Source: an optimization exercise on an open RTL-to-GDS flow (aim: small area, a short achievable clock period and few clock cycles per item). Production flows keep margins and buffers that such runs may drop.
Where RTL was checked, it was by simulation tests only, not by an equivalence proof against the original.
For run 2, only the layout was checked, not whether the RTL still works.
Power is estimated from default activity; no workload was simulated.

File: flow/design.v
module pattern_encoder #(
    parameter int INDEX_WIDTH = 32,
    parameter int ADDR_WIDTH  = 48,
    parameter int DATA_WIDTH  = 64
) (
    input  logic                   clk,
    input  logic                   rst,
    input  logic                   start,
    input  logic [ADDR_WIDTH-1:0]  start_addr,
    input  logic                   index_push,
    input  logic [INDEX_WIDTH-1:0] row,
    input  logic [INDEX_WIDTH-1:0] col,
    output logic                   index_stall,
    input  logic                   finish,
    output logic                   wr_req,
    input  logic                   wr_stall,
    output logic [ADDR_WIDTH-1:0]  wr_addr,
    output logic [DATA_WIDTH-1:0]  wr_data,
    output logic                   done,
    output logic [ADDR_WIDTH-1:0]  word_count
);
    localparam int IW = INDEX_WIDTH;
    localparam int VW = IW + 1;              
    localparam int LW = 6;                   
    localparam int CW = 1 + LW + VW;         
    localparam int BW = DATA_WIDTH - 1 + CW;       
    localparam int FW = 7;                   
    localparam int KR = 10;                  
    localparam int KC = CW - 2 * (1 + LW) - KR;    
    function automatic logic [LW-1:0] bitlen(input logic [VW-1:0] v);
        logic [LW-1:0] n;
        n = '0;
        for (int i = 0; i < VW; i++)
            if (v[i]) n = LW'(i + 1);
        bitlen = n;
    endfunction
    function automatic logic [3:0] msb(input logic [KR-1:0] v);
        logic [3:0] n;
        n = '0;
        for (int i = 0; i < KR; i++)
            if (v[i]) n = 4'(i);
        msb = n;
    endfunction
    function automatic logic [LW-1:0] codelen(input logic [VW-1:0] v);
        logic [LW-1:0] n;
        n = LW'(7);
        for (int i = 0; i < VW; i++)
            if (v[i]) n = LW'(i + 8);
        codelen = n;
    endfunction
    logic          active_q;      
    logic          first_q;       
    logic [IW-1:0] lrow_q, lcol_q;    
    logic          s0_v_q, s0_f_q;    
    logic          s0_hr_q;           
    logic          s0_rd_q;           
    logic          s0_sh_q;           
    logic [IW-1:0] s0_vr_q;
    logic [VW-1:0] s0_vc_q;
    logic          s1_v_q, s1_end_q;
    logic [CW-1:0] s1_code_q;
    logic [LW-1:0] s1_len_q;
    logic [BW-1:0]         buf_q;
    logic [FW-1:0]         fill_q;       
    logic                  fl_q;         
    logic                  wr_req_q, done_q;
    logic [ADDR_WIDTH-1:0] addr_q, cnt_q;
    logic room, pack, adv1, rowc, s0_last, adv0, take_pair;
    assign room    = !fill_q[6];
    assign pack    = s1_v_q && room;
    assign adv1    = !s1_v_q || room;
    assign rowc    = s0_v_q && s0_hr_q && !s0_rd_q && !s0_sh_q;  
    assign s0_last = adv1 && !rowc;
    assign adv0    = !(s0_v_q || s0_f_q) || s0_last;
    assign index_stall = s0_v_q && !s0_last;
    assign take_pair   = index_push && !index_stall;
    logic          ru, sh;
    logic [IW-1:0] vr;
    logic [VW-1:0] vc;
    assign ru = row != lrow_q;
    assign sh = (row[IW-1:KR] == lrow_q[IW-1:KR]) && (col[IW-1:KC-1] == '0);
    assign vr = row - lrow_q;
    assign vc = (ru || first_q) ? {1'b0, col} + VW'(1)
                                : {1'b0, col - lcol_q};
    logic [LW-1:0] wr, wc;
    logic [CW-1:0] code, both;
    logic [LW-1:0] wrs, wcs;
    logic [LW-1:0] len;
    assign wr   = bitlen({1'b0, s0_vr_q});
    assign wc   = bitlen(s0_vc_q);
    assign wrs  = bitlen(VW'(s0_vr_q[KR-1:0]));
    assign wcs  = bitlen(VW'(s0_vc_q[KC-1:0]));
    assign both = CW'({s0_vr_q[KR-1:0], wrs, 1'b1})
                | (CW'({s0_vc_q[KC-1:0], wcs, 1'b0, 8'b0})
                   << msb(s0_vr_q[KR-1:0]));
    assign code = !s0_v_q              ? CW'(1)
                : rowc                 ? CW'({s0_vr_q, wr, 1'b1})
                : s0_hr_q && !s0_rd_q  ? both
                :                        {s0_vc_q, wc, 1'b0};
    assign len  = !s0_v_q              ? LW'(7)
                : rowc                 ? codelen({1'b0, s0_vr_q})
                : s0_hr_q && !s0_rd_q  ? codelen(VW'(s0_vr_q[KR-1:0]))
                                         + codelen(VW'(s0_vc_q[KC-1:0]))
                :                        codelen(s0_vc_q);
    logic [FW-1:0] hp, h;
    logic          full, fl, wr_next, done_next;
    logic [FW-1:0] fill_next;
    logic [BW-1:0] base, app;
    assign hp        = FW'(fill_q[5:0]) + FW'(s1_len_q);
    assign h         = pack ? hp : fill_q;
    assign full      = h[6];
    assign fl        = fl_q || (pack && s1_end_q);
    assign wr_next   = !wr_stall && (full || fl);
    assign done_next = wr_next && fl && (h <= FW'(DATA_WIDTH));
    assign fill_next = !wr_next ? h : full ? {1'b0, h[5:0]} : '0;
    assign base      = wr_req_q ? (buf_q >> DATA_WIDTH)
                     : (fill_q != '0) ? buf_q : '0;
    assign app       = pack ? (BW'(s1_code_q) << fill_q[5:0]) : '0;
    always_ff @(posedge clk or posedge rst) begin
        if (rst) begin
            active_q <= 1'b0;
            first_q  <= 1'b0;
            s0_v_q   <= 1'b0;
            s0_f_q   <= 1'b0;
            s0_rd_q  <= 1'b0;
            s1_v_q   <= 1'b0;
            s1_end_q <= 1'b0;
            fill_q   <= '0;
            fl_q     <= 1'b0;
            wr_req_q <= 1'b0;
            done_q   <= 1'b0;
            cnt_q    <= '0;
        end else begin
            if (start) begin
                active_q <= 1'b1;
                first_q  <= 1'b1;
                cnt_q    <= '0;
            end else begin
                if (done_next) active_q <= 1'b0;
                if (take_pair) first_q <= 1'b0;
                if (wr_next)   cnt_q    <= cnt_q + ADDR_WIDTH'(1);
            end
            if (adv0) begin
                s0_v_q  <= index_push;
                s0_f_q  <= finish || (s0_v_q && s0_f_q);
                s0_rd_q <= 1'b0;
            end else if (adv1 && rowc) begin
                s0_rd_q <= 1'b1;
            end
            if (adv1) begin
                s1_v_q   <= s0_v_q || s0_f_q;
                s1_end_q <= !s0_v_q && s0_f_q;
            end
            fill_q   <= fill_next;
            fl_q     <= fl && !done_next;
            wr_req_q <= wr_next;
            done_q   <= done_next;
        end
    end
    always_ff @(posedge clk) begin
        if (take_pair) begin
            s0_vr_q <= vr;
            s0_vc_q <= vc;
            s0_hr_q <= ru;
            s0_sh_q <= sh;
        end
        if (start) begin
            lrow_q <= '0;
        end else if (take_pair) begin
            lrow_q <= row;
        end
        if (take_pair) lcol_q <= col;
        if (adv1) begin
            s1_code_q <= code;
            s1_len_q  <= len;
        end
        buf_q <= base | app;
        if (start)         addr_q <= start_addr;
        else if (wr_req_q) addr_q <= addr_q + ADDR_WIDTH'(DATA_WIDTH / 8);
    end
    assign wr_req     = wr_req_q;
    assign wr_addr    = addr_q;
    assign wr_data    = buf_q[DATA_WIDTH-1:0];
    assign done       = done_q;
    assign word_count = cnt_q;
endmodule
File: flow/flow/run.sh
#!/bin/bash
export BUFFER_PORTS_ARGS="-buffer_cell sky130_fd_sc_hd__buf_2"
bash standard.sh > standard.log 2>&1
File: flow/standard.sh
#!/bin/bash
# synth_recipe.tcl (not shown) runs the flow's synth.tcl, then flattens the netlist and writes it again
# the make line also repeats each setting of config.mk as NAME=value (left out here)
make -C /OpenROAD-flow-scripts/flow DESIGN_CONFIG=/design/flow/config.mk WORK_HOME=/design/flow/orfs CLKGATE_MAP_FILE= SYNTH_SCRIPT=/design/flow/synth_recipe.tcl "${@:-finish}"
File: flow/config.mk
export PLATFORM = sky130hd
export DESIGN_NAME = pattern_encoder
export DESIGN_NICKNAME = pattern_encoder
export VERILOG_FILES = /design/flow/design.v
export SDC_FILE = /design/flow/constraint.sdc
export NUM_CORES = 4
export LEC_CHECK = 0
export CAP_MARGIN = 20
export CORE_MARGIN = 2
export CORE_UTILIZATION = 60
export PLACE_DENSITY = 0.7
export SETUP_SLACK_MARGIN = 3.5
export SLEW_MARGIN = 20
File: flow/constraint.sdc
create_clock -name core_clock -period 7.0 [get_ports {clk}]
set_input_delay 1.4000 -clock core_clock [delete_from_list [all_inputs] [get_ports {clk}]]
set_output_delay 1.4000 -clock core_clock [all_outputs]
set_load 0.01 [all_outputs]
==> flow_summary.ini, run 1 <==
[cts]
clk_path_buf_depth = 3
cts_max_level = 2
cts_hold_buffers = 0
cts_tree = done
cts_buffers = 43
clockRootBuffer = clkbuf_16
cts.sinks = 392
clk_pin_slew_ns = 0.06
worst_skew_pair.late_latency_ns = 0.60

[pwr]
power_frac_seq = 0.324
pwr-share-clk = 0.180
power_density_nw_per_um2 = 428
vdd_ir_drop_max_uv = 312
internal_power_mw = 6.77
p_leak_nw = 11.8
switchingPower_mw = 5.42
p_sw_frac = 0.445
combPwrFrac = 0.496

[global_routing]
antenna_found_initial = 5
grt.total_usage = 0.326
grt_use_met3 = 0.0401
use_met2 = 0.547
grt_max_degree = 111
gr-max-usage-layer = met2
grt_pass1_wl_um = 114000
grt_pass1_vias = 21126
use_met1 = 0.421
grt_overflow = 0

[job]
max_cap_viol_count = 0

[floorplanning]
die_area_sq_um = 43500
die_h_um = 209
ios = 281
die_w_um = 209
initial_utilization = 0.611
fp-row-count = 74
core_area_sq_um = 41100

[timing]
final-max-slew-violation-count = 0
fin_ws_ns = 3.56
fin_skew_ns = 0.0408
hold_viol = 0
post-route-min-period_ns = 3.44
setup_viol = 0
slew_headroom = 0.313
fmax_mhz = 291
rsz0062_at_grt = no
worst_slew_pin_slew_ns = 1.03
fin_crit_sh = 0.491
tns_ns = 0

[yosys]
synth-edff-count = 193
synth_area_per_cell_sq_um = 8.75
ys_seq_elements = 392
yosys.area.top_type_share = 0.231
async_flop_share = 0.163
synthDistinctLibCells = 87
yosysMostFrequentCell = nand2_1
yosysSeqAreaShare = 0.402
postSynthCellCount = 2874
synthTopCellsByArea = edfxtp_1 (23%), dfxtp_1 (11%), dfrtp_1 (6.4%), nand2_1 (6.1%), o21ai_0 (4.1%)
yosys.area.top_type = edfxtp_1
yosys_most_used_dff = edfxtp_1
synthesis.area_sq_um = 25100
synth_common_cells = nand2_1 (410), nor2_1 (267), o21ai_0 (208)
yosysWarnings = 1
syn-num-nets = 3072

[hold_path]
worstHoldPathType = register to register
min_delay_path_depth = 2

[route]
ant_nets = 0
drc = 0
drt_wl_total_um = 73400
routedWlPerCell_um = 20.3
num_vias = 22453
drt_iter0_drc = 2411
drt-vias-per-instance = 6.22
firstDrtPassIters = 6

[finish]
nNetsFinal = 3236
synthToLayoutAreaGrowth_pct = 13.4
fin_area_sq_um = 28500
drive_gt1_frac = 0.181

[worst_setup_path]
crit_path_end_kind = output pin
reg2reg_slack_ns = 3.61
path_max_fanout = 13
cp-start-kind = register
worstPathRequired_ns = 5.60
crit_type = register to output pin
cp.arrival_ns = 2.04
r2r_cells = 13

[place]
preCtsSetupSlack_ns = 2.74
placed_cell_area_sq_um = 26500
gp_congestion = 1.01
port-buffer-count = 280
dp_hpwl_um = 52800

[status]
status = timing/DRC/antenna clean
## state kept, by name, summed over array words and instances, names as in the netlist, 6 cells and up
register	count
addr_q	48
buf_q	103
cnt_q	48
fill_q	7
lcol_q	32
lrow_q	32
s0_vc_q	33
s0_vr_q	32
s1_code_q	40
s1_len_q	6
## cells in the final DEF (no fill, tap or decap), types with 14 or more instances in the layout
master / count
a31oi_1: 25
mux4_2: 26
mux2i_1: 72
nor2b_1: 23
buf_2: 274
mux2_2: 16
dfrtp_1: 59
nor2_1: 262
nand3_1: 92
dfxtp_1: 135
nand2b_1: 23
a22oi_1: 28
xor2_1: 91
buf_4: 60
nor3_1: 42
o221ai_1: 16
and2_1: 14
nor4_1: 16
xnor2_1: 78
or3_1: 26
nand4_1: 28
edfxtp_1: 193
ha_1: 59
a21oi_1: 192
o31ai_1: 19
and3_1: 30
nand2_1: 407
ha_4: 14
o21ai_0: 198
a222oi_1: 19
a211oi_1: 24
clkbuf_16: 44
a21o_1: 37
inv_1: 126
## repair_timing
action,CTS,global route
setup buffers,8,28
pin swaps,6,26
setup endpoints to repair,86,95
cloned,2,1
resized for setup,18,44
## area by class of cell
cell class	count	area, sq um
antenna	5	12.5
clock buffer	59	1190
clock inverter	20	169
fill	3291	12600
inverter	132	522
multi-input combinational	2127	13900
sequential	392	10100
tap	532	666
timing repair buffer	341	1950
timing repair inverter	1	5.00
## worst paths after layout
path	from	to
max	s0_hr_q	index_stall
min	lrow_q[19]	lrow_q[19]
min reg2reg	lrow_q[19]	lrow_q[19]
max reg2reg	s0_vc_q[3]	s1_len_q[4]
max in group asynchronous	rst	fill_q[3]
min in group asynchronous	rst	s0_f_q
## power groups by stage
stage,sequential [mW],clock [mW],combinational [mW]
final,3.95,2.19,6.05
after global routing,4.03,2.30,6.55
after CTS,3.95,2.21,5.79
after detailed placement,4.00,0,5.67
after global placement,3.97,0,5.55
after floorplan,3.69,0,4.39
## worst max-delay path: stages (launching register included)
cell and delay (ns):
edfxtp_1 0.43, nor2b_4 0.23, buf_12 0.16, nand2_4 0.10, o21ai_2 0.21, nand2_2 0.10
inv_1 0.09, buf_2 0.14
## per-stage QoR
| step | power (mW) | hold slack (ns) | utilization | std cells |
|---|---|---|---|---|
| 2_1_floorplan | 8.08 | 0.425 | - | 2874 |
| 3_3_place_gp | 9.51 | 0.434 | 0.646 | 3486 |
| 3_5_place_dp | 9.67 | 0.443 | 0.646 | 3486 |
| 4_1_cts | 12.0 | 0.455 | 0.683 | 3575 |
| 5_1_grt | 12.9 | 0.467 | 0.693 | 3609 |
| 6_report | 12.2 | 0.454 | 0.693 | 3609 |
## cell families (layout without fill, tap and decap cells)
group                      count (synthesis)  count (layout)  synth area share
and+or+nand+nor                         1027            1027             0.186
AOI/OAI and AO/OA                        737             737             0.189
DFF                                      392             392             0.402
buffers and inverters                    355             553            0.0644
xor gates and xnor gates                 169             169            0.0589
muxes                                    114             114            0.0591
adders and majority gates                 80              80            0.0410
other                                      0               5                 0
## routing by layer
layer | vias to the layer above | routed length [um] | part of all wire
met2 | 903 | 35300 | 0.48
met4 | 0 | 3300 | 0.045
li1 | 10617 | - | -
met5 | - | 0 | 0
met1 | 10734 | 30700 | 0.42
met3 | 199 | 4120 | 0.056
Testbench counts, summed over its fixed seeds: cycles 17,280, items 14,352.
==> inputs of run 2 (changes only) <==
--- a/flow/design.v
+++ b/flow/design.v
@@ -27,2 +27,3 @@
     localparam int FW = 7;                   
+    localparam int HW2 = IW / 2;             
     localparam int KR = 10;                  
@@ -57,4 +58,6 @@
     logic          s0_sh_q;           
-    logic [IW-1:0] s0_vr_q;
-    logic [VW-1:0] s0_vc_q;
+    logic [HW2-1:0] s0_vrl_q, s0_vrh_q, s0_vcl_q, s0_vch_q;
+    logic           s0_vrb_q;         
+    logic           s0_vck_q;         
+    logic           s0_vcm_q;         
     logic          s1_v_q, s1_end_q;
@@ -77,10 +80,20 @@
     logic          ru, sh;
-    logic [IW-1:0] vr;
-    logic [VW-1:0] vc;
+    logic [HW2:0]   vrl, vca, vcs;
+    logic [HW2-1:0] vrh, vcsh;
+    logic           vcm;
     assign ru = row != lrow_q;
     assign sh = (row[IW-1:KR] == lrow_q[IW-1:KR]) && (col[IW-1:KC-1] == '0);
-    assign vr = row - lrow_q;
-    assign vc = (ru || first_q) ? {1'b0, col} + VW'(1)
-                                : {1'b0, col - lcol_q};
+    assign vrl  = {1'b0, row[HW2-1:0]} - {1'b0, lrow_q[HW2-1:0]};
+    assign vrh  = row[IW-1:HW2] - lrow_q[IW-1:HW2];
+    assign vcm  = ru || first_q;
+    assign vca  = {1'b0, col[HW2-1:0]} + (HW2+1)'(1);
+    assign vcs  = {1'b0, col[HW2-1:0]} - {1'b0, lcol_q[HW2-1:0]};
+    assign vcsh = col[IW-1:HW2] - lcol_q[IW-1:HW2];
+    logic [IW-1:0] s0_vr_q;           
+    logic [VW-1:0] s0_vc_q;           
     logic [LW-1:0] wr, wc;
+    assign s0_vr_q = {s0_vrh_q - HW2'(s0_vrb_q), s0_vrl_q};
+    assign s0_vc_q = {s0_vcm_q ? {1'b0, s0_vch_q} + (HW2+1)'(s0_vck_q)
+                               : {1'b0, s0_vch_q - HW2'(s0_vck_q)},
+                      s0_vcl_q};
     logic [CW-1:0] code, both;
@@ -161,4 +174,9 @@
         if (take_pair) begin
-            s0_vr_q <= vr;
-            s0_vc_q <= vc;
+            s0_vrl_q <= vrl[HW2-1:0];
+            s0_vrb_q <= vrl[HW2];
+            s0_vrh_q <= vrh;
+            s0_vcm_q <= vcm;
+            s0_vcl_q <= vcm ? vca[HW2-1:0] : vcs[HW2-1:0];
+            s0_vck_q <= vcm ? vca[HW2]     : vcs[HW2];
+            s0_vch_q <= vcm ? col[IW-1:HW2] : vcsh;
             s0_hr_q <= ru;
==> run 2 against run 1 <==
First-iteration DRC count increased by 3.4%. Area after synthesis increased by 1.4%. Via count is 0.52% higher. Total power down 2.2%. Sequential power increased by 2%. Register-to-register slack worse by 0.04 ns. Sequential share of layout area is 0.51 points higher. Critical path type is now register to register. Clock skew down 0.0096 ns. Cell area down 0.77%. Non-clock buffer count shrank 35. Combinational power shrank 6.3%. Critical path depth rose by 4. Largest cell class unchanged. Still clean on timing, DRC and antenna.
==> flow_summary.ini, run 2 <==
[yosys]
yosys.area.top_type = edfxtp_1
async_flop_share = 0.162
synth-edff-count = 195
yosys.area.top_type_share = 0.230
yosysSeqAreaShare = 0.399
synthDistinctLibCells = 92
synthesis.area_sq_um = 25500
synth_common_cells = nand2_1 (433), o21ai_0 (236), nor2_1 (222)
syn-num-nets = 3133
yosys_most_used_dff = edfxtp_1
synthTopCellsByArea = edfxtp_1 (23%), dfxtp_1 (11%), nand2_1 (6.4%), dfrtp_1 (6.3%), o21ai_0 (4.6%)
ys_seq_elements = 394
synth_area_per_cell_sq_um = 8.70
yosysMostFrequentCell = nand2_1
yosysWarnings = 1
postSynthCellCount = 2927

[place]
gp_congestion = 1.02
dp_hpwl_um = 52700
port-buffer-count = 280

[cts]
cts_buffers = 42
cts_max_level = 2
clk_path_buf_depth = 3
clockRootBuffer = clkbuf_16
cts_hold_buffers = 0
cts_tree = done
cts.sinks = 394
clk_pin_slew_ns = 0.06
worst_skew_pair.late_latency_ns = 0.59

[timing]
fin_skew_ns = 0.0312
post-route-min-period_ns = 3.43
final-max-slew-violation-count = 0
hold_viol = 0
rsz0062_at_grt = yes
setup_viol = 0
tns_ns = 0
fmax_mhz = 291
worst_slew_pin_slew_ns = 1.13
slew_headroom = 0.240
fin_crit_sh = 0.491

[route]
num_vias = 22570
drt-vias-per-instance = 6.22
firstDrtPassIters = 6
drc = 0
drt_wl_total_um = 72600
ant_nets = 0
drt_iter0_drc = 2494
routedWlPerCell_um = 20.0

[finish]
largest_reg_flops = 103
reg_top3 = buf_q x103, addr_q x48, cnt_q x48
layout_common_cells = nand2_1 (430), buf_2 (279), o21ai_0 (233)
final_common_cell = nand2_1
drive_gt1_frac = 0.156
fin_util = 0.674
synthToLayoutAreaGrowth_pct = 11.0
regMostFlops = buf_q
nNetsFinal = 3260

[worst_setup_path]
path_cells = inv_1 -> ha_1 -> ha_1 -> or4b_1 -> nor2_1 -> a32oi_1 -> xnor2_2 -> a311oi_1 -> o31ai_1 -> a31oi_1 -> o22a_1
path_max_fanout = 6
cpMostUsedCell = ha_1
slowest_delay_ns = 0.57
crit_buf_inv = 1
path_delay_family = compound AO/OA/AOI/OAI gates
cp-start-kind = register
worstPathRequired_ns = 7.33
slowest_stage = or4b_1
crit_type = register to register
crit_path_end_kind = register
cp.arrival_ns = 3.77

[global_routing]
grt_overflow = 0
grt_pass1_vias = 20841
antenna_found_initial = 3
grt.total_usage = 0.320
grt_max_degree = 104
grt_pass1_wl_um = 113000

[floorplanning]
ios = 281
fp-row-count = 75
core_area_sq_um = 41900
die_h_um = 210
initial_utilization = 0.607
die_area_sq_um = 44100
die_w_um = 210

[pwr]
p_leak_nw = 11.6
vdd_ir_drop_max_uv = 294
power_density_nw_per_um2 = 421

[status]
status = timing/DRC/antenna clean

[hold_path]
worstHoldPathType = register to register

[job]
max_cap_viol_count = 0
[run 2: routing by layer]
| layer | wire, um | part of all wire | GRT usage | vias to the layer above |
|---|---|---|---|---|
| met4 | 2950 | 0.041 | 0.134 | 2 |
| met5 | 12 | 0.00017 | 0 | - |
| met2 | 35300 | 0.49 | 0.534 | 905 |
| met1 | 30100 | 0.42 | 0.426 | 10703 |
| met3 | 4200 | 0.058 | 0.0349 | 188 |
| li1 | - | - | - | 10772 |
[run 2: per-stage QoR]
stage          std cells  setup slack, ns  total power [mW]  instance area (sq um)  hold slack, ns
2_1_floorplan       2927             3.52              7.94                  25500           0.417
3_3_place_gp        3543             2.79              9.34                  26700           0.425
3_5_place_dp        3543             2.75              9.48                  26700           0.430
4_1_cts             3621             3.36              11.8                  28100           0.438
5_1_grt             3629             3.45              12.6                  28300           0.476
6_report            3629             3.57              11.9                  28300           0.438
[run 2: logic make-up (layout without fill, tap and decap cells)]
| family | Yosys count | count (layout) | synth area share |
|---|---|---|---|
| compound gates | 749 | 749 | 0.183 |
| xor+xnor | 176 | 176 | 0.0608 |
| fa+ha+maj | 88 | 88 | 0.0450 |
| buf+inv | 373 | 534 | 0.0652 |
| flops | 394 | 394 | 0.399 |
| mux | 113 | 113 | 0.0590 |
| other cells | 0 | 2 | 0 |
| simple gates | 1034 | 1034 | 0.188 |
[run 2: power by group]
part / leakage (nW) / internal (mW) / switching (mW) / total [mW]
combinational: 7.01 / 2.10 / 3.57 / 5.67
sequential: 3.94 / 3.28 / 0.735 / 4.01
clock: 0.670 / 1.29 / 0.947 / 2.23
[run 2: worst min-delay path: stages (launching register included)]
cell	delay [ns]
dfxtp_1	0.31
nand2_1	0.05
nand2_1	0.04
[run 2: what timing repair did]
action	CTS	global route
buffers inserted	0	4
gates cloned	0	1
hold endpoints to repair	0	0
setup endpoints to repair	114	127
gates resized for setup	13	32
pin swaps	0	3
[run 2: layout make-up]
type / count / area (sq um)
Antenna cell: 2 / 5.00
Clock buffer: 61 / 1170
Clock inverter: 17 / 201
Fill cell: 3475 / 13700
Inverter: 150 / 573
Multi-Input combinational cell: 2160 / 13800
Sequential cell: 394 / 10200
Tap cell: 539 / 674
Timing Repair Buffer: 306 / 1670
[run 2: final timing paths]
check,start,to,slack (ns),cells after the start
setup / recovery,s0_vch_q[0],s1_len_q[1],3.57,11
hold / removal,buf_q[0],buf_q[0],0.44,2
setup reg to reg,s0_vch_q[0],s1_len_q[1],3.57,11
hold reg to reg,buf_q[0],buf_q[0],0.44,2
max in group asynchronous,rst,fill_q[2],5.25,3
min in group asynchronous,rst,s0_v_q,1.06,3
==> inputs of run 3 (changes only) <==
--- a/flow/design.v
+++ b/flow/design.v
@@ -27,3 +27,2 @@
     localparam int FW = 7;                   
-    localparam int HW2 = IW / 2;             
     localparam int KR = 10;                  
@@ -55,9 +54,6 @@
     logic          s0_v_q, s0_f_q;    
-    logic          s0_hr_q;           
-    logic          s0_rd_q;           
-    logic          s0_sh_q;           
-    logic [HW2-1:0] s0_vrl_q, s0_vrh_q, s0_vcl_q, s0_vch_q;
-    logic           s0_vrb_q;         
-    logic           s0_vck_q;         
-    logic           s0_vcm_q;         
+    logic          s0_rc_q;           
+    logic          s0_bc_q;           
+    logic [IW-1:0] s0_vr_q;
+    logic [VW-1:0] s0_vc_q;
     logic          s1_v_q, s1_end_q;
@@ -70,3 +66,3 @@
     logic [ADDR_WIDTH-1:0] addr_q, cnt_q;
-    logic room, pack, adv1, rowc, s0_last, adv0, take_pair;
+    logic room, pack, adv1, s0_last, adv0, take_pair;
     assign room    = !fill_q[6];
@@ -74,4 +70,3 @@
     assign adv1    = !s1_v_q || room;
-    assign rowc    = s0_v_q && s0_hr_q && !s0_rd_q && !s0_sh_q;  
-    assign s0_last = adv1 && !rowc;
+    assign s0_last = adv1 && !s0_rc_q;
     assign adv0    = !(s0_v_q || s0_f_q) || s0_last;
@@ -80,20 +75,10 @@
     logic          ru, sh;
-    logic [HW2:0]   vrl, vca, vcs;
-    logic [HW2-1:0] vrh, vcsh;
-    logic           vcm;
+    logic [IW-1:0] vr;
+    logic [VW-1:0] vc;
     assign ru = row != lrow_q;
     assign sh = (row[IW-1:KR] == lrow_q[IW-1:KR]) && (col[IW-1:KC-1] == '0);
-    assign vrl  = {1'b0, row[HW2-1:0]} - {1'b0, lrow_q[HW2-1:0]};
-    assign vrh  = row[IW-1:HW2] - lrow_q[IW-1:HW2];
-    assign vcm  = ru || first_q;
-    assign vca  = {1'b0, col[HW2-1:0]} + (HW2+1)'(1);
-    assign vcs  = {1'b0, col[HW2-1:0]} - {1'b0, lcol_q[HW2-1:0]};
-    assign vcsh = col[IW-1:HW2] - lcol_q[IW-1:HW2];
-    logic [IW-1:0] s0_vr_q;           
-    logic [VW-1:0] s0_vc_q;           
+    assign vr = row - lrow_q;
+    assign vc = (ru || first_q) ? {1'b0, col} + VW'(1)
+                                : {1'b0, col - lcol_q};
     logic [LW-1:0] wr, wc;
-    assign s0_vr_q = {s0_vrh_q - HW2'(s0_vrb_q), s0_vrl_q};
-    assign s0_vc_q = {s0_vcm_q ? {1'b0, s0_vch_q} + (HW2+1)'(s0_vck_q)
-                               : {1'b0, s0_vch_q - HW2'(s0_vck_q)},
-                      s0_vcl_q};
     logic [CW-1:0] code, both;
@@ -109,8 +94,8 @@
     assign code = !s0_v_q              ? CW'(1)
-                : rowc                 ? CW'({s0_vr_q, wr, 1'b1})
-                : s0_hr_q && !s0_rd_q  ? both
+                : s0_rc_q              ? CW'({s0_vr_q, wr, 1'b1})
+                : s0_bc_q              ? both
                 :                        {s0_vc_q, wc, 1'b0};
     assign len  = !s0_v_q              ? LW'(7)
-                : rowc                 ? codelen({1'b0, s0_vr_q})
-                : s0_hr_q && !s0_rd_q  ? codelen(VW'(s0_vr_q[KR-1:0]))
+                : s0_rc_q              ? codelen({1'b0, s0_vr_q})
+                : s0_bc_q              ? codelen(VW'(s0_vr_q[KR-1:0]))
                                          + codelen(VW'(s0_vc_q[KC-1:0]))
@@ -137,3 +122,3 @@
             s0_f_q   <= 1'b0;
-            s0_rd_q  <= 1'b0;
+            s0_rc_q  <= 1'b0;
             s1_v_q   <= 1'b0;
@@ -158,5 +143,5 @@
                 s0_f_q  <= finish || (s0_v_q && s0_f_q);
-                s0_rd_q <= 1'b0;
-            end else if (adv1 && rowc) begin
-                s0_rd_q <= 1'b1;
+                s0_rc_q <= index_push && ru && !sh;
+            end else if (adv1) begin
+                s0_rc_q <= 1'b0;
             end
@@ -174,11 +159,5 @@
         if (take_pair) begin
-            s0_vrl_q <= vrl[HW2-1:0];
-            s0_vrb_q <= vrl[HW2];
-            s0_vrh_q <= vrh;
-            s0_vcm_q <= vcm;
-            s0_vcl_q <= vcm ? vca[HW2-1:0] : vcs[HW2-1:0];
-            s0_vck_q <= vcm ? vca[HW2]     : vcs[HW2];
-            s0_vch_q <= vcm ? col[IW-1:HW2] : vcsh;
-            s0_hr_q <= ru;
-            s0_sh_q <= sh;
+            s0_vr_q <= vr;
+            s0_vc_q <= vc;
+            s0_bc_q <= ru && sh;
         end
--- a/flow/config.mk
+++ b/flow/config.mk
@@ -9,4 +9,6 @@
 export CORE_MARGIN = 2
-export CORE_UTILIZATION = 60
-export PLACE_DENSITY = 0.7
+export CORE_UTILIZATION = 66
+export CTS_CLUSTER_DIAMETER = 100
+export CTS_CLUSTER_SIZE = 20
+export PLACE_DENSITY = 0.76
 export SETUP_SLACK_MARGIN = 3.5
==> run 3 against run 2 <==
Still clean. Via count fell by 1.3%. Clock skew fell by 0.011 ns. Synthesized cell count fell by 3.3%. Non-clock buffer count rose by 30. Cell count fell by 3.6%. Global-route usage rose by 2.4 points. Clock-buffer cell count fell by 25. Sequential power barely moved. Die area fell by 11%. Total power fell by 6.2%. Largest power group unchanged.
==> flow_summary.ini, run 3 <==
[yosys]
yosysMostFrequentCell = nand2_1
postSynthCellCount = 2829
synth-edff-count = 192
synth_common_cells = nand2_1 (383), nor2_1 (259), a21oi_1 (197)
yosys.area.top_type = edfxtp_1
synthTopCellsByArea = edfxtp_1 (23%), dfxtp_1 (11%), dfrtp_1 (6.4%), nand2_1 (5.8%), a21oi_1 (4.0%)
yosysWarnings = 1
synth_area_per_cell_sq_um = 8.80
synthDistinctLibCells = 95
yosys.area.top_type_share = 0.232
async_flop_share = 0.164
synthesis.area_sq_um = 24900
ys_seq_elements = 391
yosysSeqAreaShare = 0.404
syn-num-nets = 3027
yosys_most_used_dff = edfxtp_1

[worst_setup_path]
crit_path_end = s0_vr_q[20]
slowest_stage = fa_2
crit_path_end_kind = register
slowest_delay_ns = 0.39
crit_start = row[0]
cpMostUsedCell = o21ai_2
cp.arrival_ns = 3.87
worstPathRequired_ns = 7.38
path_max_fanout = 3
r2r_cells = 14
path_cells = buf_6 -> inv_12 -> ha_4 -> fa_2 -> nand2b_4 -> a21boi_2 -> o21ai_2 -> a21oi_2 -> o21ai_1 -> nand2b_1 -> a221oi_2 -> and2b_2 -> o21ai_2 -> a21boi_1 -> xnor2_1
crit_type = input port to register
reg2reg_slack_ns = 3.66
reg2reg_to = cnt_q[16]
r2r-start = fill_q[0]
cp-start-kind = input port

[timing]
final-max-slew-violation-count = 0
post-route-min-period_ns = 3.49
rsz0062_at_grt = no
slew_headroom = 0.323
fin_ws_ns = 3.51
fmax_mhz = 287
hold_viol = 0
setup_viol = 0
worst_slew_pin_slew_ns = 1.00
tns_ns = 0
fin_crit_sh = 0.499
fin_skew_ns = 0.0198

[global_routing]
antenna_found_initial = 1
grt_overflow = 0
grt_pass1_vias = 20264
grt.total_usage = 0.344
grt_max_degree = 104
grt_pass1_wl_um = 108000

[cts]
cts_tree = done
clk_path_buf_depth = 3
cts.sinks = 391
worst_skew_pair.late_latency_ns = 0.59
cts_hold_buffers = 0
cts_buffers = 23
cts_max_level = 1
clk_pin_slew_ns = 0.08
clockRootBuffer = clkbuf_16

[pwr]
p_leak_nw = 11.3
switchingPower_mw = 5.08
combPwrFrac = 0.518
p_sw_frac = 0.454
internal_power_mw = 6.10
power_density_nw_per_um2 = 404
power_frac_seq = 0.359
pwr-share-clk = 0.123
vdd_ir_drop_max_uv = 245

[job]
max_cap_viol_count = 0

[status]
status = timing/DRC/antenna clean

[floorplanning]
die_w_um = 198
die_area_sq_um = 39300
die_h_um = 198
fp-row-count = 71
initial_utilization = 0.666
core_area_sq_um = 37400
ios = 281

[route]
num_vias = 22266
ant_nets = 0
drt-vias-per-instance = 6.36
routedWlPerCell_um = 20.4
drt_wl_total_um = 71400
drt_iter0_drc = 2346
firstDrtPassIters = 6
drc = 0

[place]
port-buffer-count = 280
gp_congestion = 1.04
dp.cells = 3420
preCtsSetupSlack_ns = 2.38
dp_hpwl_um = 51800

[finish]
synthToLayoutAreaGrowth_pct = 11.2
layout_common_cells = nand2_1 (380), buf_2 (277), nor2_1 (256)
regMostFlops = buf_q
fillers = 2754
largest_reg_flops = 103
final_common_cell = nand2_1
nNetsFinal = 3172
final_cells = 3500
drive_gt1_frac = 0.177
reg_top3 = buf_q x103, addr_q x48, cnt_q x48

[hold_path]
worstHoldPathType = register to register
[run 3: cell types whose count changed after synthesis, moves of 10 or more]
cell / change
nand2_1: -50
o21ai_0: -48
nor2_1: +37
a31oi_1: -17
o21ai_1: +15
clkbuf_1: -14
o31ai_1: +11
nand2b_1: +10
[run 3: worst min-delay path by stage]
stage / startpoint / endpoint / depth (start not counted)
after floorplan: buf_q[102] / buf_q[102] / 2
after global placement: buf_q[99] / buf_q[99] / 2
after detailed placement: buf_q[95] / buf_q[95] / 2
after CTS: lrow_q[9] / lrow_q[9] / 2
after global routing: lrow_q[9] / lrow_q[9] / 2
final: buf_q[95] / buf_q[95] / 2
[run 3: what timing repair did]
item / CTS / global route
gates cloned: 2 / 2
resized for setup: 11 / 60
pin swaps: 5 / 32
setup endpoints to repair: 46 / 107
setup buffers: 4 / 31
[run 3: layout make-up]
cell class | instances | area (sq um) | share of cell area
multi-input combinational | 2080 | 13800 | 0.498
sequential | 391 | 10100 | 0.364
timing repair buffer | 336 | 1960 | 0.0709
tap | 511 | 639 | 0.0231
clock buffer | 36 | 624 | 0.0225
inverter | 142 | 556 | 0.0201
clock inverter | 3 | 32.5 | 0.00117
antenna | 1 | 2.50 | 0.0000904
[run 3: through the flow]
step | util | hold WS (ns) | instance area, sq um | total power [mW]
2_1_floorplan | - | 0.425 | 25200 | 7.98
3_3_place_gp | 0.702 | 0.434 | 26200 | 9.31
3_5_place_dp | 0.702 | 0.447 | 26200 | 9.45
4_1_cts | 0.721 | 0.459 | 27000 | 10.9
5_1_grt | 0.740 | 0.475 | 27700 | 11.8
6_report | 0.740 | 0.458 | 27700 | 11.2
[run 3: power by group through the flow]
stage	clock [mW]	sequential (mW)	combinational [mW]
after floorplan	0	3.67	4.32
after global placement	0	4.02	5.29
after detailed placement	0	4.05	5.39
after CTS	1.40	4.01	5.44
after global routing	1.47	4.08	6.28
final	1.38	4.01	5.79
[run 3: logic make-up after synthesis]
group                      synth area share
adders and majority gates            0.0414
muxes                                0.0591
AOI/OAI and AO/OA                     0.185
xor gates and xnor gates             0.0594
and+or+nand+nor                       0.184
buffers and inverters                0.0661
DFF                                   0.404
[run 3: worst max-delay path: cells and delay by family]
family	cells	cell delay, ns
fa+ha+maj	2	0.56
xor+xnor	1	0.26
compound gates	7	0.95
buf+inv	2	0.14
simple gates	3	0.56
[run 3: metal layers]
layer  part of all wire  up-vias  track usage
li1                   -    10407            -
met1               0.39    10557        0.451
met2               0.48     1076        0.573
met3              0.071      226       0.0402
met4              0.052        0        0.158
met5                  0        -            0
Testbench counts of run 3, summed over its fixed seeds: cycles 17,280, items 14,352.
==> inputs of run 4 (changes only) <==
--- a/flow/config.mk
+++ b/flow/config.mk
@@ -9,7 +9,8 @@
 export CORE_MARGIN = 2
-export CORE_UTILIZATION = 66
+export CORE_UTILIZATION = 60
 export CTS_CLUSTER_DIAMETER = 100
 export CTS_CLUSTER_SIZE = 20
-export PLACE_DENSITY = 0.76
+export PLACE_DENSITY = 0.7
 export SETUP_SLACK_MARGIN = 3.5
 export SLEW_MARGIN = 20
+export TNS_END_PERCENT = 30
==> run 4 against run 3 <==
Maximum frequency down 0.91%. Synthesized cell count unchanged. Clock-buffer cell count unchanged. Cell area down 0.67%. Largest power group unchanged. Worst hold slack better by 0.0016 ns. Wire length up 0.47%. Non-clock buffer count down 5. First-iteration DRC count about the same.
==> flow_summary.ini, run 4 <==
[yosys]
synth-adder-area-share = 0.0414
yosys.area.top_type_share = 0.232
synthTopCellsByArea = edfxtp_1 (23%), dfxtp_1 (11%), dfrtp_1 (6.4%), nand2_1 (5.8%), a21oi_1 (4.0%)
yosys.area.top_type = edfxtp_1
synth_top_family_by_area = compound AO/OA/AOI/OAI gates
yosys_most_used_dff = edfxtp_1
async_flop_share = 0.164
synth-edff-count = 192
ys_seq_elements = 391
synth.area.mux_share = 0.0591
synth_area_per_cell_sq_um = 8.80
synthesis.area_sq_um = 24900
synth_compound_area_frac = 0.185
yosys.area_share.simple = 0.184
syn-num-nets = 3027
synth_common_cells = nand2_1 (383), nor2_1 (259), a21oi_1 (197)
synthDistinctLibCells = 95
yosysSeqAreaShare = 0.404
synth_xor_xnor_area_share = 0.0594
yosysWarnings = 1
postSynthCellCount = 2829
yosysMostFrequentCell = nand2_1

[global_routing]
grt.total_usage = 0.314
grt_max_degree = 104
grt_pass1_vias = 20190
grt_pass1_wl_um = 111000
antenna_found_initial = 6
grt_overflow = 0

[worst_setup_path]
crit_type = input port to register
r2r-start = fill_q[2]
crit_start = col[0]
reg2reg_slack_ns = 3.62
slowest_stage = fa_2
crit_path_end = s0_vc_q[20]
reg2reg_to = cnt_q[8]
worstPathRequired_ns = 7.33
path_max_fanout = 5
cp-start-kind = input port
path_cells = buf_2 -> inv_1 -> ha_2 -> fa_2 -> nor2b_1 -> o21a_1 -> o21a_1 -> o21ai_1 -> and2_4 -> o31ai_4 -> a21o_1 -> a21o_1 -> a21oi_1 -> o311a_1
slowest_delay_ns = 0.35
crit_path_end_kind = register
cp.arrival_ns = 3.85
r2r_cells = 12

[finish]
fillers = 3365
multi_input_comb_area_sq_um = 13700
reg_top3 = buf_q x103, addr_q x48, cnt_q x48
layout_common_cells = nand2_1 (379), buf_2 (278), nor2_1 (258)
final_common_cell = nand2_1
drive_gt1_frac = 0.172
fin_util = 0.672
largest_reg_flops = 103
regMostFlops = buf_q
nNetsFinal = 3167
register_area_sq_um = 10100
synthToLayoutAreaGrowth_pct = 10.5
fin_area_sq_um = 27500

[status]
status = timing/DRC/antenna clean

[timing]
slew_headroom = 0.320
fin_crit_sh = 0.503
fin_ws_ns = 3.48
final-max-slew-violation-count = 0
fmax_mhz = 284
rsz0062_at_grt = yes
fin_skew_ns = 0.0294
setup_viol = 0
tns_ns = 0
hold_viol = 0
worst_slew_pin_slew_ns = 1.02
post-route-min-period_ns = 3.52

[cts]
cts_buffers = 23
cts_max_level = 1
cts.sinks = 391
worst_skew_pair.late_latency_ns = 0.59
cts_tree = done
clk_path_buf_depth = 3
clockRootBuffer = clkbuf_16
clk_pin_slew_ns = 0.09
cts_hold_buffers = 0

[pwr]
power_density_nw_per_um2 = 405
vdd_ir_drop_max_uv = 285
p_leak_nw = 11.3

[route]
routedWlPerCell_um = 20.4
drc = 0
drt_iter0_drc = 2344
ant_nets = 0
drt-vias-per-instance = 6.21
drt_wl_total_um = 71700
num_vias = 21867
firstDrtPassIters = 8

[floorplanning]
die_w_um = 208
die_area_sq_um = 43100
fp-row-count = 74
core_area_sq_um = 40900
ios = 281
die_h_um = 208
initial_utilization = 0.608

[place]
port-buffer-count = 280
gp_congestion = 1.02
dp_hpwl_um = 52200
preCtsSetupSlack_ns = 2.37
placed_cell_area_sq_um = 26100

[job]
max_cap_viol_count = 0

[hold_path]
worstHoldPathType = register to register
[run 4: cell types whose count changed in the layout (fill, tap and decap cells not counted), moves of 2 or more]
cell	change
buf_12	-4
diode_2	+5
ha_1	+8
ha_2	-2
ha_4	-6
inv_6	-2
nor2_1	+2
nor2_2	-4
nor2_4	+2
[run 4: worst min-delay path by stage]
stage | start | endpoint | slack (ns) | cells after the start
3_5_place_dp | buf_q[78] | buf_q[78] | 0.45 | 2
5_1_grt | lrow_q[12] | lrow_q[12] | 0.47 | 2
2_1_floorplan | buf_q[102] | buf_q[102] | 0.42 | 2
3_3_place_gp | buf_q[100] | buf_q[100] | 0.43 | 2
6_report | lrow_q[22] | lrow_q[22] | 0.46 | 2
4_1_cts | lrow_q[22] | lrow_q[22] | 0.46 | 2
[run 4: critical path, delay by kind of cell]
| family | cells | cell delay [ns] |
|---|---|---|
| and+or+nand+nor | 2 | 0.35 |
| AOI/OAI and AO/OA | 8 | 1.36 |
| buffers and inverters | 2 | 0.18 |
| adders and majority gates | 2 | 0.55 |
[run 4: layout make-up]
cell class / count / share of cell area
Inverter: 142 / 0.0201
Antenna cell: 6 / 0.000546
Multi-Input combinational cell: 2080 / 0.498
Tap cell: 532 / 0.0242
Timing Repair Buffer: 331 / 0.0666
Clock inverter: 3 / 0.00123
Sequential cell: 391 / 0.367
Clock buffer: 36 / 0.0227
[run 4: repair_timing]
item                       4_1_cts  5_1_grt
cloned                           1        2
setup endpoints to repair      113      131
pin swaps                        1       33
setup buffers                    2       30
resized for setup                9       69
[run 4: power by group]
part | switching, mW | internal, mW | total, mW
registers | 0.800 | 3.26 | 4.06
logic | 3.50 | 2.18 | 5.68
clock network | 0.773 | 0.623 | 1.40
total | 5.07 | 6.06 | 11.1
[run 4: kinds of logic after synthesis]
family / after synthesis
AOI/OAI and AO/OA: 716
muxes: 114
xor gates and xnor gates: 169
adders and majority gates: 80
DFF: 391
buffers and inverters: 360
and+or+nand+nor: 999
[run 4: stage by stage]
stage | std cells | total power [mW] | hold slack, ns
global route | 3521 | 11.8 | 0.475
global placement | 3441 | 9.33 | 0.433
floorplan | 2829 | 7.96 | 0.425
CTS | 3483 | 10.9 | 0.460
detailed placement | 3441 | 9.44 | 0.445
finish | 3521 | 11.1 | 0.460
[run 4: routing by layer]
layer,up-vias,global-route usage,wire length [um],share of wire
li1,10399,-,-,-
met1,10450,0.420,29800,0.41
met5,-,0,0,0
met4,0,0.120,3410,0.048
met3,182,0.0287,3980,0.055
met2,836,0.532,34600,0.48
==> inputs of run 5 (changes only) <==
--- a/flow/config.mk
+++ b/flow/config.mk
@@ -15,2 +15 @@
 export SLEW_MARGIN = 20
-export TNS_END_PERCENT = 30
==> run 5 against run 4 <==
Register-to-register slack got worse by 0.06 ns. Critical path depth rose by 1. Wire length rose by 1.9%. Cell count barely moved. Combinational power rose by 2%. Worst hold slack got worse by 0.0018 ns. Clock power barely moved. Largest power group unchanged. Cell area rose by 0.27%. Critical endpoint is now s0_vr_q[24]. Via count rose by 0.55%.
==> flow_summary.ini, run 5 <==
[floorplanning]
ios = 281
die_area_sq_um = 43100
die_h_um = 208
die_w_um = 208
fp-row-count = 74
core_area_sq_um = 40900
initial_utilization = 0.608

[timing]
hold_slack_ns = 0.458
post-route-min-period_ns = 3.49
tns_ns = 0
fmax_mhz = 287
final-max-slew-violation-count = 0
worst_slew_pin_slew_ns = 1.03
fin_skew_ns = 0.0438
fin_crit_sh = 0.498
slew_headroom = 0.311
rsz0062_at_grt = yes
setup_viol = 0
hold_viol = 0

[yosys]
synthDistinctLibCells = 95
ys_seq_elements = 391
yosysSeqAreaShare = 0.404
synth-edff-count = 192
syn-num-nets = 3027
postSynthCellCount = 2829
synth_common_cells = nand2_1 (383), nor2_1 (259), a21oi_1 (197)
synthesis.area_sq_um = 24900
yosys.area.top_type_share = 0.232
yosysMostFrequentCell = nand2_1
async_flop_share = 0.164
yosys_most_used_dff = edfxtp_1
synthTopCellsByArea = edfxtp_1 (23%), dfxtp_1 (11%), dfrtp_1 (6.4%), nand2_1 (5.8%), a21oi_1 (4.0%)
synth_area_per_cell_sq_um = 8.80
yosys.area.top_type = edfxtp_1
yosysWarnings = 1

[route]
ant_nets = 0
num_vias = 21988
routedWlPerCell_um = 20.8
drt-vias-per-instance = 6.24
drc = 0
drt_iter0_drc = 2213
drt_wl_total_um = 73100
firstDrtPassIters = 7

[worst_setup_path]
path_max_fanout = 3
cp-start-kind = input port
path_delay_family = compound AO/OA/AOI/OAI gates
worstPathRequired_ns = 7.31
slowest_stage = a221oi_4
crit_type = input port to register
cp.arrival_ns = 3.80
path_cells = buf_4 -> inv_12 -> ha_4 -> fa_2 -> nand2b_4 -> a21boi_2 -> o21ai_1 -> a21oi_2 -> o21ai_1 -> nand2b_1 -> a221oi_4 -> and2b_2 -> inv_2 -> a221oi_2 -> xnor2_1
reg2reg_slack_ns = 3.56
crit_buf_inv = 3
slowest_delay_ns = 0.34
crit_path_end_kind = register
cpMostUsedCell = o21ai_1

[finish]
regMostFlops = buf_q
nNetsFinal = 3168
synthToLayoutAreaGrowth_pct = 10.8
drive_gt1_frac = 0.173
final_common_cell = nand2_1
largest_reg_flops = 103
layout_common_cells = nand2_1 (380), buf_2 (277), nor2_1 (257)
fillers = 3341
reg_top3 = buf_q x103, addr_q x48, cnt_q x48

[global_routing]
grt_pass1_vias = 20501
grt.total_usage = 0.319
grt_pass1_wl_um = 112000
antenna_found_initial = 7
grt_max_degree = 104
grt_overflow = 0

[place]
dp_hpwl_um = 53200
port-buffer-count = 280
gp_congestion = 1.06

[cts]
clk_pin_slew_ns = 0.09
cts.sinks = 391
clockRootBuffer = clkbuf_16
worst_skew_pair.late_latency_ns = 0.59
clk_path_buf_depth = 3
cts_buffers = 23
cts_max_level = 1
cts_tree = done

[pwr]
power_density_nw_per_um2 = 407
power.total_mw = 11.2
p_leak_nw = 11.3
vdd_ir_drop_max_uv = 236

[status]
status = timing/DRC/antenna clean

[job]
max_cap_viol_count = 0

[hold_path]
worstHoldPathType = register to register
[run 5: cell counts after synthesis]
No cell type changed its count.
[run 5: what timing repair did]
action                     CTS  global route
buffers inserted             1            29
gates cloned                 2             1
resized for setup           10            55
hold endpoints to repair     0             0
pin swaps                    4            34
hold buffers                 0             0
setup endpoints to repair   55           103
[run 5: path summary, 6_finish.rpt]
check                           start           to  cells past startpoint
max                            row[0]  s0_vr_q[24]                     15
min reg2reg                lrow_q[20]   lrow_q[20]                      2
min                        lrow_q[20]   lrow_q[20]                      2
max reg2reg                s0_vr_q[9]  s1_len_q[5]                     10
max in group asynchronous         rst    fill_q[3]                      3
min in group asynchronous         rst     wr_req_q                      3
[run 5: final cells by class]
cell class              count  area, sq um  share of cell area
well taps                 532          666              0.0241
diodes                      6         15.0            0.000544
multi-input cells        2080        13700               0.499
flip-flops and latches    391        10100               0.365
repair buffers            332         1860              0.0675
inverters                 142          556              0.0201
clock inverters             3         32.5             0.00118
clock buffers              36          624              0.0226
[run 5: routing by layer]
metal	part of all wire	GRT usage	wire, um	vias to the layer above
met2	0.48	0.539	35300	896
met3	0.060	0.0357	4360	191
li1	-	-	-	10385
met5	0.00018	0	13	-
met1	0.41	0.420	30200	10514
met4	0.045	0.130	3260	2
[run 5: logic make-up (layout without fill, tap and decap cells)]
group,Yosys count,after routing,synth area share
other,0,6,0
flip-flops,391,391,0.404
AND/OR/NAND/NOR,999,1001,0.184
multiplexers,114,114,0.0591
AO/OA/AOI/OAI,716,716,0.185
adder cells (fa/ha/maj),80,80,0.0414
buffers and inverters,360,513,0.0661
XOR/XNOR,169,169,0.0594
[run 5: stage by stage]
stage / std cells / area, sq um / utilization / worst slack, ns
2_1_floorplan: 2829 / 25200 / - / 3.40
3_3_place_gp: 3444 / 26300 / 0.643 / 2.58
3_5_place_dp: 3444 / 26300 / 0.643 / 2.54
4_1_cts: 3486 / 27000 / 0.660 / 3.49
5_1_grt: 3522 / 27600 / 0.674 / 3.45
6_report: 3522 / 27600 / 0.674 / 3.51
[run 5: power breakdown]
group	switching, mW	total, mW	internal [mW]
combinational	3.64	5.82	2.19
clock	0.785	1.41	0.624
sequential	0.741	4.00	3.26
total	5.16	11.2	6.07
[run 5: worst min-delay path, stage by stage (launching register included)]
cell and delay [ns]:
dfxtp_1 0.32, nand2_1 0.05, a21oi_1 0.05
==> inputs of run 6 (changes only) <==
==> flow/flow/run.sh (replaced) <==
#!/bin/bash
export BUFFER_PORTS_ARGS="-buffer_cell sky130_fd_sc_hd__buf_1"
bash standard.sh > standard.log 2>&1
==> run 6 against run 5 <==
Still clean on timing, DRC and antenna. Setup slack worse by 0.039 ns. Cell count unchanged. Total power down 0.92%. Clock skew is 0.022 ns lower. Wire length shrank 0.14%. Largest cell class unchanged.
==> flow_summary.ini, run 6 <==
[place]
gp_congestion = 0.992
dp_hpwl_um = 53400
preCtsSetupSlack_ns = 2.60
dp.cells = 3441
placed_cell_area_sq_um = 25900
port-buffer-count = 280

[finish]
fillers = 3352
fin_area_sq_um = 27300
fin_util = 0.667
layout_common_cells = nand2_1 (381), buf_1 (265), nor2_1 (257)
largest_reg_flops = 103
drive_gt1_frac = 0.0870
final_cells = 3522
diodes = 0
regMostFlops = buf_q
final_common_cell = nand2_1
reg_top3 = buf_q x103, addr_q x48, cnt_q x48
multi_input_comb_area_sq_um = 13700
nNetsFinal = 3174
register_area_sq_um = 10100
synthToLayoutAreaGrowth_pct = 9.64

[worst_setup_path]
crit_path_end_kind = register
path_max_fanout = 5
crit_type = input port to register
path_cells = clkbuf_2 -> ha_1 -> o21ai_0 -> a21oi_1 -> o311ai_4 -> a211oi_2 -> nor3_1 -> or3_1 -> nand4_1 -> o211ai_2 -> nand4b_1 -> o211ai_2 -> xor2_1
cp-start-kind = input port
worstPathRequired_ns = 7.33
cp.arrival_ns = 3.86
slowest_stage = or3_1
slowest_delay_ns = 0.36
cpMostUsedCell = o211ai_2

[floorplanning]
fp-row-count = 74
ios = 281
initial_utilization = 0.608
core_area_sq_um = 40900
die_w_um = 208
die_area_sq_um = 43100
die_h_um = 208

[cts]
worst_skew_pair.late_latency_ns = 0.59
clk_pin_slew_ns = 0.09
cts.sinks = 391
clk_path_buf_depth = 3
cts_buffers = 23
cts_max_level = 1
cts_tree = done
clockRootBuffer = clkbuf_16
cts_hold_buffers = 0

[pwr]
p_leak_nw = 10.5
vdd_ir_drop_max_uv = 295
power_density_nw_per_um2 = 408
power.total_mw = 11.1

[route]
drt-vias-per-instance = 6.26
drt_wl_total_um = 73000
routedWlPerCell_um = 20.7
drc = 0
ant_nets = 0
num_vias = 22053
firstDrtPassIters = 6
drt_iter0_drc = 2399

[yosys]
async_flop_share = 0.164
synth_top_family_by_area = compound AO/OA/AOI/OAI gates
synth-edff-count = 192
yosysWarnings = 1
synthesis.area_sq_um = 24900
ys_seq_elements = 391
synth_common_cells = nand2_1 (383), nor2_1 (259), a21oi_1 (197)
synth_area_per_cell_sq_um = 8.80
postSynthCellCount = 2829
synth-adder-area-share = 0.0414
syn-num-nets = 3027
yosys.area.top_type_share = 0.232
yosysSeqAreaShare = 0.404
synth.area.mux_share = 0.0591
yosysMostFrequentCell = nand2_1
yosys.area.top_type = edfxtp_1
synthTopCellsByArea = edfxtp_1 (23%), dfxtp_1 (11%), dfrtp_1 (6.4%), nand2_1 (5.8%), a21oi_1 (4.0%)
synth_compound_area_frac = 0.185
yosys.area_share.simple = 0.184
yosys_most_used_dff = edfxtp_1
synthDistinctLibCells = 95
synth_xor_xnor_area_share = 0.0594

[global_routing]
grt_pass1_vias = 20509
grt_max_degree = 92
grt_pass1_wl_um = 112000
antenna_found_initial = 0
grt.total_usage = 0.319
grt_overflow = 0

[timing]
post-route-min-period_ns = 3.53
setup_viol = 0
fmax_mhz = 284
worst_slew_pin_slew_ns = 1.01
final-max-slew-violation-count = 0
fin_skew_ns = 0.0215
fin_crit_sh = 0.504
slew_headroom = 0.325
hold_viol = 0
fin_ws_ns = 3.47
rsz0062_at_grt = yes
tns_ns = 0
hold_slack_ns = 0.457

[job]
max_cap_viol_count = 0

[hold_path]
worstHoldPathType = register to register

[status]
status = timing/DRC/antenna clean
## run 6: kinds of logic after synthesis
kind of cell    Yosys count
simple gates            999
compound gates          716
mux                     114
fa+ha+maj                80
flops                   391
xor+xnor                169
buf+inv                 360
## run 6: critical path: cells and delay by family
| family | cells | cell delay [ns] |
|---|---|---|
| AO/OA/AOI/OAI | 6 | 1.12 |
| AND/OR/NAND/NOR | 4 | 0.72 |
| adder cells (fa/ha/maj) | 1 | 0.34 |
| XOR/XNOR | 1 | 0.15 |
| buffers and inverters | 1 | 0.13 |
## run 6: worst paths after layout
kind | from | endpoint | slack (ns) | depth (start not counted)
max | col[4] | s0_vc_q[31] | 3.47 | 13
min | lrow_q[23] | lrow_q[23] | 0.46 | 2
max reg2reg | fill_q[0] | cnt_q[8] | 3.60 | 14
min reg2reg | lrow_q[23] | lrow_q[23] | 0.46 | 2
max in group asynchronous | rst | fill_q[3] | 5.34 | 3
min in group asynchronous | rst | first_q | 1.02 | 3
## run 6: area by class of cell
class                   count  area share
clock buffers              37      0.0230
clock inverters             2     0.00115
inverters                 142      0.0203
multi-input cells        2080       0.502
flip-flops and latches    391       0.369
well taps                 532      0.0244
repair buffers            338      0.0598
## run 6: what timing repair did
action,4_1_cts,5_1_grt
setup endpoints to repair,52,107
pin swaps,5,33
gates cloned,1,4
gates resized for setup,14,75
setup buffers,3,34
## run 6: layer usage
metal,vias to the layer above,GRT usage,routed length (um)
met1,10521,0.422,30400
li1,10412,-,-
met5,-,0,0
met3,213,0.0312,3860
met2,907,0.534,35000
met4,0,0.142,3770
## run 6: report_power, final
group	internal, mW	switching, mW	total (mW)
logic	2.11	3.62	5.73
registers	3.26	0.745	4.01
clock network	0.626	0.771	1.40
total	6.00	5.13	11.1

-- static timing again, ports no longer ideal --
In the flow no input, the clock included, has a driving cell. The finished layouts below were timed again as built, in two steps.
Step 1, drivers: a clkbuf_16 drives clk and a buf_2 each remaining input, both assumed.
Step 2 moves the port delays by t, midway between the first and last clock arrival at a register: inputs arrive t later, outputs are due t later. That takes back most of the time a late clock gives input paths.
Slacks: no drivers / after step 1 / after step 2; pairs: no drivers / after step 1.
| run | t (ns) | setup WS [ns] | worst hold slack (ns) | pins driven straight from the clock port |
|---|---|---|---|---|
| run 1 | 0.641 | 3.565 / 3.506 / 2.981 | 0.454 / 0.454 / 0.454 | 1 |
| run 2 | 0.640 | 3.566 / 3.566 / 2.971 | 0.438 / 0.438 / 0.438 | 1 |
| run 3 | 0.635 | 3.510 / 3.508 / 2.873 | 0.458 / 0.458 / 0.458 | 1 |
| run 4 | 0.638 | 3.478 / 3.508 / 2.870 | 0.460 / 0.460 / 0.460 | 1 |
| run 5 | 0.634 | 3.512 / 3.517 / 2.883 | 0.458 / 0.458 / 0.458 | 1 |
| run 6 | 0.641 | 3.473 / 3.497 / 2.856 | 0.456 / 0.456 / 0.456 | 1 |
After both steps every run listed still meets setup and hold. The setup slack of run 3, which loses most, moves by -0.002 ns with the drivers and by -0.637 ns with both steps.
